This design comes from an exercise in tuning for small area on the open sky130 flow, not from production work.
Function was checked by simulation only, so behaviour that the tests miss may differ from the original.

==> flow/config.mk <==
export PLATFORM = sky130hd
export DESIGN_NAME = matrix_calc_top
export DESIGN_NICKNAME = matrix_calc_top
export VERILOG_FILES = /design/flow/design.v
export SDC_FILE = /design/flow/constraint.sdc
export NUM_CORES = 4
export LEC_CHECK = 0
export CAP_MARGIN = 20
export CORE_MARGIN = 2
export CORE_UTILIZATION = 40
export SLEW_MARGIN = 20
==> flow/constraint.sdc <==
create_clock -name core_clock -period 11.0 [get_ports {clk}]
set_input_delay 2.2000 -clock core_clock [delete_from_list [all_inputs] [get_ports {clk}]]
set_output_delay 2.2000 -clock core_clock [all_outputs]
set_load 0.01 [all_outputs]
==> flow/design.v <==
`timescale 1ns/100ps
module matrix_calc_top (
	input  logic       clk,
	input  logic       rst_n,
	input  logic       rx_valid,
	input  logic [7:0] rx_data,
	input  logic [7:0] command,
	input  logic [7:0] scalar_in,
	input  logic       confirm,
	input  logic       tx_busy,
	output logic       tx_start,
	output logic [7:0] tx_data,
	output logic       busy,
	output logic       error,
	output logic       timer_active
);
	localparam logic [1:0] GET_M = 2'd0, GET_N = 2'd1, GET_ELEM = 2'd2;
	logic [1:0] ld_state;
	logic [2:0] m_q, n_q;
	logic [2:0] lr, lc;           
	logic       slot;             
	logic       wr_en;
	logic       load_error;
	logic [99:0] stage;          
	logic       dim_ok, elem_ok, lc_last, lr_last;
	assign dim_ok  = (rx_data != 8'd0) && (rx_data <= 8'd5);
	assign elem_ok = rx_data <= 8'd9;
	assign lc_last = (lc == n_q - 3'd1);
	assign lr_last = (lr == m_q - 3'd1);
	always_ff @(posedge clk or negedge rst_n) begin
		if (!rst_n) begin
			ld_state   <= GET_M;
			m_q        <= '0;
			n_q        <= '0;
			lr         <= '0;
			lc         <= '0;
			slot       <= 1'b0;
			wr_en      <= 1'b0;
			load_error <= 1'b0;
		end else begin
			wr_en      <= 1'b0;
			load_error <= 1'b0;
			if (wr_en)
				slot <= ~slot;
			if (rx_valid) begin
				case (ld_state)
					GET_M: begin
						m_q <= rx_data[2:0];
						if (dim_ok)
							ld_state <= GET_N;
						else
							load_error <= 1'b1;
					end
					GET_N: begin
						n_q <= rx_data[2:0];
						lr <= '0;
						lc <= '0;
						load_error <= !dim_ok;
						ld_state <= dim_ok ? GET_ELEM : GET_M;
					end
					default: begin
						if (!elem_ok) begin
							load_error <= 1'b1;
							ld_state <= GET_M;
						end else if (lr_last && lc_last) begin
							wr_en <= 1'b1;
							ld_state <= GET_M;
						end else if (lc_last) begin
							lc <= '0;
							lr <= lr + 3'd1;
						end else begin
							lc <= lc + 3'd1;
						end
					end
				endcase
			end
		end
	end
	always_ff @(posedge clk) begin
		for (int i = 0; i < 5; i++)
			for (int j = 0; j < 5; j++)
				if (rx_valid && elem_ok && ld_state == GET_ELEM && lr == i && lc == j)
					stage[4*(5*i+j) +: 4] <= rx_data[3:0];
	end
	logic [99:0] a_d, b_d;       
	logic [2:0] a_m, a_n, b_m, b_n;
	logic       a_valid, b_valid;
	always_ff @(posedge clk or negedge rst_n) begin
		if (!rst_n) begin
			a_valid <= 1'b0;
			b_valid <= 1'b0;
		end else if (wr_en) begin
			if (slot) b_valid <= 1'b1;
			else      a_valid <= 1'b1;
		end
	end
	always_ff @(posedge clk) begin
		if (wr_en && !slot) begin
			a_m <= m_q;
			a_n <= n_q;
			a_d <= stage;
		end
		if (wr_en && slot) begin
			b_m <= m_q;
			b_n <= n_q;
			b_d <= stage;
		end
	end
	localparam logic [3:0]
		S_IDLE   = 4'd0,
		S_CHECK  = 4'd1,
		S_START  = 4'd2,    
		S_RUN    = 4'd3,    
		S_DONE   = 4'd4,    
		S_FAIL   = 4'd5,    
		S_SSTART = 4'd6,    
		S_SEND   = 4'd7,    
		S_SDONE  = 4'd8,    
		S_ERR    = 4'd9;
	logic [3:0] state, next_state;
	logic [1:0] op;
	logic       bad;
	logic [3:0] scalar;
	logic       load_err_q;
	logic [5:0] tcnt;
	logic [2:0] r, c, k;
	logic [1:0] ph;               
	logic       gap;
	logic       fit, k_last, c_last, r_last, t_end;
	logic [2:0] rm, rn;
	localparam logic [1:0] OP_T = 2'd0, OP_S = 2'd1, OP_A = 2'd2, OP_M = 2'd3;
	always_comb begin
		case (op)
			OP_T, OP_S: fit = a_valid;
			OP_A:       fit = a_valid && b_valid && a_m == b_m && a_n == b_n;
			default:    fit = a_valid && b_valid && a_n == b_m;
		endcase
	end
	assign rm     = (op == OP_T) ? a_n : a_m;
	assign rn     = (op == OP_T) ? a_m : (op == OP_M) ? b_n : a_n;
	assign k_last = (op != OP_M) || (k == a_n - 3'd1);
	assign c_last = (c == rn - 3'd1);
	assign r_last = (r == rm - 3'd1);
	assign t_end  = (tcnt == 6'd48);
	assign tx_start = (state == S_SEND) && !gap && !tx_busy;
	always_comb begin
		next_state = state;
		case (state)
			S_IDLE: begin
				if (load_error || load_err_q)
					next_state = S_ERR;
				else if (confirm)
					next_state = S_CHECK;
			end
			S_CHECK:  next_state = bad ? S_ERR : S_START;
			S_START:  next_state = fit ? S_RUN : S_FAIL;
			S_RUN:    if (k_last && c_last && r_last) next_state = S_DONE;
			S_DONE:   next_state = S_SSTART;
			S_FAIL:   next_state = S_ERR;
			S_SSTART: next_state = S_SEND;
			S_SEND:   if (tx_start && ph == 2'd3 && c_last && r_last) next_state = S_SDONE;
			S_SDONE:  next_state = S_IDLE;
			S_ERR:    if (t_end) next_state = S_IDLE;
			default:  next_state = S_IDLE;
		endcase
	end
	always_ff @(posedge clk or negedge rst_n) begin
		if (!rst_n) begin
			state      <= S_IDLE;
			op         <= '0;
			bad        <= 1'b0;
			scalar     <= '0;
			load_err_q <= 1'b0;
			tcnt       <= '0;
			r          <= '0;
			c          <= '0;
			k          <= '0;
			ph         <= '0;
			gap        <= 1'b0;
		end else begin
			state <= next_state;
			gap   <= tx_start;
			if (state == S_IDLE && confirm) begin
				op     <= command[1:0];
				bad    <= command[2] || (command[1:0] == 2'd1 && scalar_in > 8'd9);
				scalar <= scalar_in[3:0];
			end
			if (state == S_IDLE)
				load_err_q <= 1'b0;
			else if (load_error && state != S_ERR)
				load_err_q <= 1'b1;
			if (state == S_ERR)
				tcnt <= tcnt + 6'd1;
			else
				tcnt <= '0;
			case (state)
				S_START: begin
					r <= '0;
					c <= '0;
					k <= '0;
				end
				S_RUN: begin
					if (!k_last) begin
						k <= k + 3'd1;
					end else begin
						k <= '0;
						if (c_last) begin
							c <= '0;
							if (r_last) r <= '0;
							else        r <= r + 3'd1;
						end else begin
							c <= c + 3'd1;
						end
					end
				end
				S_SSTART: ph <= 2'd0;
				S_SEND: begin
					if (tx_start) begin
						ph <= (ph == 2'd3) ? 2'd2 : ph + 2'd1;
						if (ph == 2'd3) begin
							if (c_last) begin
								c <= '0;
								r <= r + 3'd1;
							end else begin
								c <= c + 3'd1;
							end
						end
					end
				end
				default: ;
			endcase
		end
	end
	assign busy         = (state != S_IDLE) && (state != S_ERR);
	assign error        = (state == S_ERR) && !t_end;
	assign timer_active = error;
	logic [2:0] ri, ji;
	logic [3:0] ar [5];
	logic [3:0] bc [5];
	logic [3:0] aj, bj;
	logic [8:0] dot, val;
	assign ri = (op == OP_T) ? c : r;
	assign ji = (op == OP_T) ? r : c;
	logic [19:0] arow;
	always_comb begin
		case (ri)
			3'd0:    arow = a_d[19:0];
			3'd1:    arow = a_d[39:20];
			3'd2:    arow = a_d[59:40];
			3'd3:    arow = a_d[79:60];
			default: arow = a_d[99:80];
		endcase
		for (int q = 0; q < 5; q++) begin
			ar[q] = arow[4*q +: 4];
			case (c)
				3'd0:    bc[q] = b_d[20*q +: 4];
				3'd1:    bc[q] = b_d[20*q+4 +: 4];
				3'd2:    bc[q] = b_d[20*q+8 +: 4];
				3'd3:    bc[q] = b_d[20*q+12 +: 4];
				default: bc[q] = b_d[20*q+16 +: 4];
			endcase
		end
		case (ji)
			3'd0:    aj = ar[0];
			3'd1:    aj = ar[1];
			3'd2:    aj = ar[2];
			3'd3:    aj = ar[3];
			default: aj = ar[4];
		endcase
		case (r)
			3'd0:    bj = bc[0];
			3'd1:    bj = bc[1];
			3'd2:    bj = bc[2];
			3'd3:    bj = bc[3];
			default: bj = bc[4];
		endcase
	end
	always_comb begin
		dot = '0;
		for (int q = 0; q < 5; q++)
			if (q < a_n)
				dot = dot + 9'(ar[q]) * 9'(bc[q]);
	end
	always_comb begin
		case (op)
			OP_T:    val = 9'(aj);
			OP_S:    val = 9'(aj) * 9'(scalar);
			OP_A:    val = 9'(aj) + 9'(bj);
			default: val = dot;
		endcase
	end
	always_comb begin
		case (ph)
			2'd0:    tx_data = 8'(rm);
			2'd1:    tx_data = 8'(rn);
			2'd2:    tx_data = {7'd0, val[8]};
			default: tx_data = val[7:0];
		endcase
	end
endmodule
==> flow/run.sh <==
#!/bin/bash
# synth_recipe.tcl (not shown) runs the flow's synth.tcl, then flattens the netlist and writes it again
# the make line also repeats each setting of config.mk as NAME=value (left out here)
make -C /OpenROAD-flow-scripts/flow DESIGN_CONFIG=/design/flow/config.mk WORK_HOME=/design/flow/orfs CLKGATE_MAP_FILE= SYNTH_SCRIPT=/design/flow/synth_recipe.tcl finish
==> impl_metrics.py <==
metrics = {
    "outcome": {
        "outcome": "complete, but fails checks",
        "so.violations": "setup timing",
    },
    "layout": {
        "regArea_sq_mm": 0.0106,
        "fillerInstances": 4216,
        "multi_input_comb_area_sq_mm": 0.00826,
        "drive_above_1_share_pct": 20.6,
        "area_growth_pct": 19.9,
        "nNetsFinal": 1923,
    },
    "setup_path": {
        "r2r_cells": 12,
        "critical_path.startpoint": "op[1]$_DFFE_PN0P_",
        "start_kind": "flip-flop",
        "crit_type": "flip-flop to output pin",
        "slowest_stage": "or4b_4",
        "arrival_ps": 10450,
        "max_stage_delay_ps": 610,
        "rr_startpoint": "op[0]$_DFFE_PN0P_",
        "path_common_cell": "fa_1",
        "regToRegSetupSlack_ps": 7790,
        "cp_max_fo": 5,
        "r2r-end": "state[0]$_DFFE_PN0P_",
        "end_kind": "output pin",
        "cp_data_required_time_ps": 8800,
    },
    "yosys": {
        "yosys_warnings": 3,
        "syn_nets": 1734,
        "synth_top_family_by_area": "adder cells",
        "synth.avg_cell_area_sq_um": 12.5,
        "ys_top_cells_by_area": "edfxtp_1 (49%), ha_1 (8.2%), dfrtp_1 (6.4%)",
        "yosys.area_share.simple_pct": 9.95,
        "yosysMostFrequentCell": "edfxtp_1",
        "synthFlopType": "edfxtp_1",
        "synth_fa_ha_area_share_pct": 12.9,
        "netlist_area_sq_mm": 0.0191,
        "ys_seq_area_share_pct": 55.4,
        "synth_top_area_share_pct": 49.0,
        "yosys-mux-area-fraction_pct": 2.44,
        "synthArstFlopShare_pct": 13.6,
        "ys_types": 83,
        "yosys.area.top_type": "edfxtp_1",
        "synth-xor-area-share_pct": 3.02,
        "synth_common_cells": "edfxtp_1 (312), ha_1 (125), nand2_1 (119)",
        "synth_compound_area_share_pct": 12.5,
        "ys_seq_elements": 361,
        "synth_edf_count": 312,
        "syn_inst": 1535,
    },
    "min_path": {
        "whs_endpoint": "a_d[25]$_DFFE_PP_",
        "worstHoldStart": "stage[25]$_DFFE_PP_",
        "hp-class": "flip-flop to flip-flop",
        "whs_path_depth": 0,
    },
    "placed_design": {
        "dp_hpwl_mm": 36.1,
        "globalplace.congestion": 0.878,
        "post-place-ws_ps": -1740,
        "io_buffers": 35,
    },
    "route": {
        "vias": 12900,
        "dr.pass1.iters": 5,
        "wirelength_mm": 49.0,
        "wl_per_cell_um": 20.7,
        "drtAntennaViolNets": 0,
        "drc_errors": 0,
        "viasPerCell": 5.47,
        "drt_iter0_drc": 1091,
    },
    "timing": {
        "worst_pin_slew_ps": 1010,
        "fin_crit_sh_pct": 115,
        "clock-skew-final_ps": 16.2,
        "fin_ws_ps": -1650,
        "rsz0062_at_grt": "yes",
        "max_clock_freq_ghz": 0.0790,
        "period_needed_ps": 12650,
        "finalHoldViolations": 0,
        "relSlewSlack_pct": 31.1,
        "setup_viol": 7,
        "drv_slew": 0,
    },
    "cts": {
        "clk_latency_ps": 550,
        "cts_tree": "done",
        "clock_path_buffers": 3,
        "htreeDepth": 2,
        "ctsHoldBuffers": 0,
        "path_clk_slew_ps": 60,
        "clkSinkCount": 361,
        "root_buffer": "clkbuf_16",
        "cts_buffers": 39,
    },
    "global_routing": {
        "grt_first_pass_wirelength_mm": 75.3,
        "antenna_found_initial": 1,
        "grt_usage_pct": 19.9,
        "grt_max_degree": 71,
        "gr-total-overflow": 0,
        "grt_pass1_vias": 12800,
    },
    "floorplan": {
        "initial_core_util_pct": 40.3,
        "core_sq_mm": 0.0474,
        "die_h_um": 223,
        "fp.dieArea_sq_mm": 0.0495,
        "io_pins": 41,
        "rows": 80,
        "fp.dieW_um": 223,
    },
    "job": {
        "max-cap-violations": 0,
    },
}
[repair_timing]
action,in CTS,in global routing
endpoints found under the setup margin,7,7
pin swaps,22,20
endpoints found under the hold margin,0,0
gates cloned,1,0
buffers inserted,13,6
resized for setup,44,45
[cell type report]
type / count / share of cell area [%]
diodes: 1 / 0.0109
multi-input cells: 1004 / 36.0
clock inverters: 25 / 1.09
inverters: 115 / 1.88
well taps: 615 / 3.36
repair buffers: 203 / 7.09
clock buffers: 43 / 4.32
flip-flops and latches: 361 / 46.2
[worst max-delay path by stage]
stage                             to  slack [ps]  depth (start not counted)
after floorplan           tx_data[0]        -640                         45
after global placement    tx_data[0]       -1610                         45
after detailed placement  tx_data[0]       -1740                         45
after CTS                 tx_data[0]       -1700                         45
after global routing      tx_data[0]       -2060                         45
final                     tx_data[0]       -1650                         45
[layout by cell type, fill, tap and decap left out, drive strengths merged, types with 43 or more instances in the layout]
cell and instances:
a22oi 52, clkbuf 43, nand2 119, edfxtp 312, buf 175, dfrtp 49, nor2 94, inv 117
o21ai 63, ha 125, fa 45, and2 60, nand3 47, a21oi 54
[logic make-up after synthesis]
logic type	Yosys count
adders and majority gates	170
DFF	361
buffers and inverters	171
xor gates and xnor gates	66
and+or+nand+nor	395
muxes	42
AOI/OAI and AO/OA	330
[per-layer routing]
layer	up-vias	global-route usage [%]	wire, um
li1	6019	-	-
met1	6432	27.8	21900
met2	405	32.4	23000
met3	85	2.50	2710
met4	0	6.26	1430
met5	-	0	0
[critical path, delay by kind of cell, from the launching register on]
kind | cells | cell delay, ps
adders and majority gates | 11 | 4420
and+or+nand+nor | 9 | 1460
AOI/OAI and AO/OA | 10 | 1590
buffers and inverters | 7 | 560
xor gates and xnor gates | 7 | 1160
muxes | 1 | 270
DFF | 1 | 410
[flip-flops by register name, indices dropped and copies added, names as in the netlist, 4 cells and up]
signal  cells
state       4
a_d       100
stage     100
tcnt        6
scalar      4
b_d       100
[per-stage QoR]
stage / util (%) / area (sq um) / cells / hold WS [ps] / TNS, ps
after floorplan: - / 19300 / 1535 / 421 / -1250
after global placement: 44.8 / 21200 / 2279 / 422 / -6630
after detailed placement: 44.8 / 21200 / 2279 / 429 / -7350
after CTS: 47.8 / 22700 / 2361 / 440 / -7770
after global routing: 48.3 / 22900 / 2366 / 453 / -9750
final: 48.3 / 22900 / 2367 / 442 / -7110

==> re-timing with driven ports <==
The flow's constraints put no driver on any port. The routed layout listed below was extracted and timed again, unchanged, in two steps. Step 1 (the two cells are an assumption about what drives the block):
set clk [get_ports {clk}]
set_driving_cell -lib_cell sky130_fd_sc_hd__clkbuf_16 $clk
set_driving_cell -lib_cell sky130_fd_sc_hd__buf_2 [delete_from_list [all_inputs] $clk]
Step 2 times the ports against the registers' clock, not the clock port: input delays grow and output delays shrink by t, the midpoint of the rising clock arrivals with the driver on. Three values: no drivers, after step 1, after step 2; two values: the first two.
t, ns: 0.596
slack for setup (ns): -1.654 / -1.706 / -1.110
worst setup path after step 2: register to output
slew at the worst register clock pin (ns): 0.06 / 0.06
pins driven straight from the clock port: 1
The setup slack of this run moves by -0.052 ns with the drivers and by +0.544 ns with both steps.
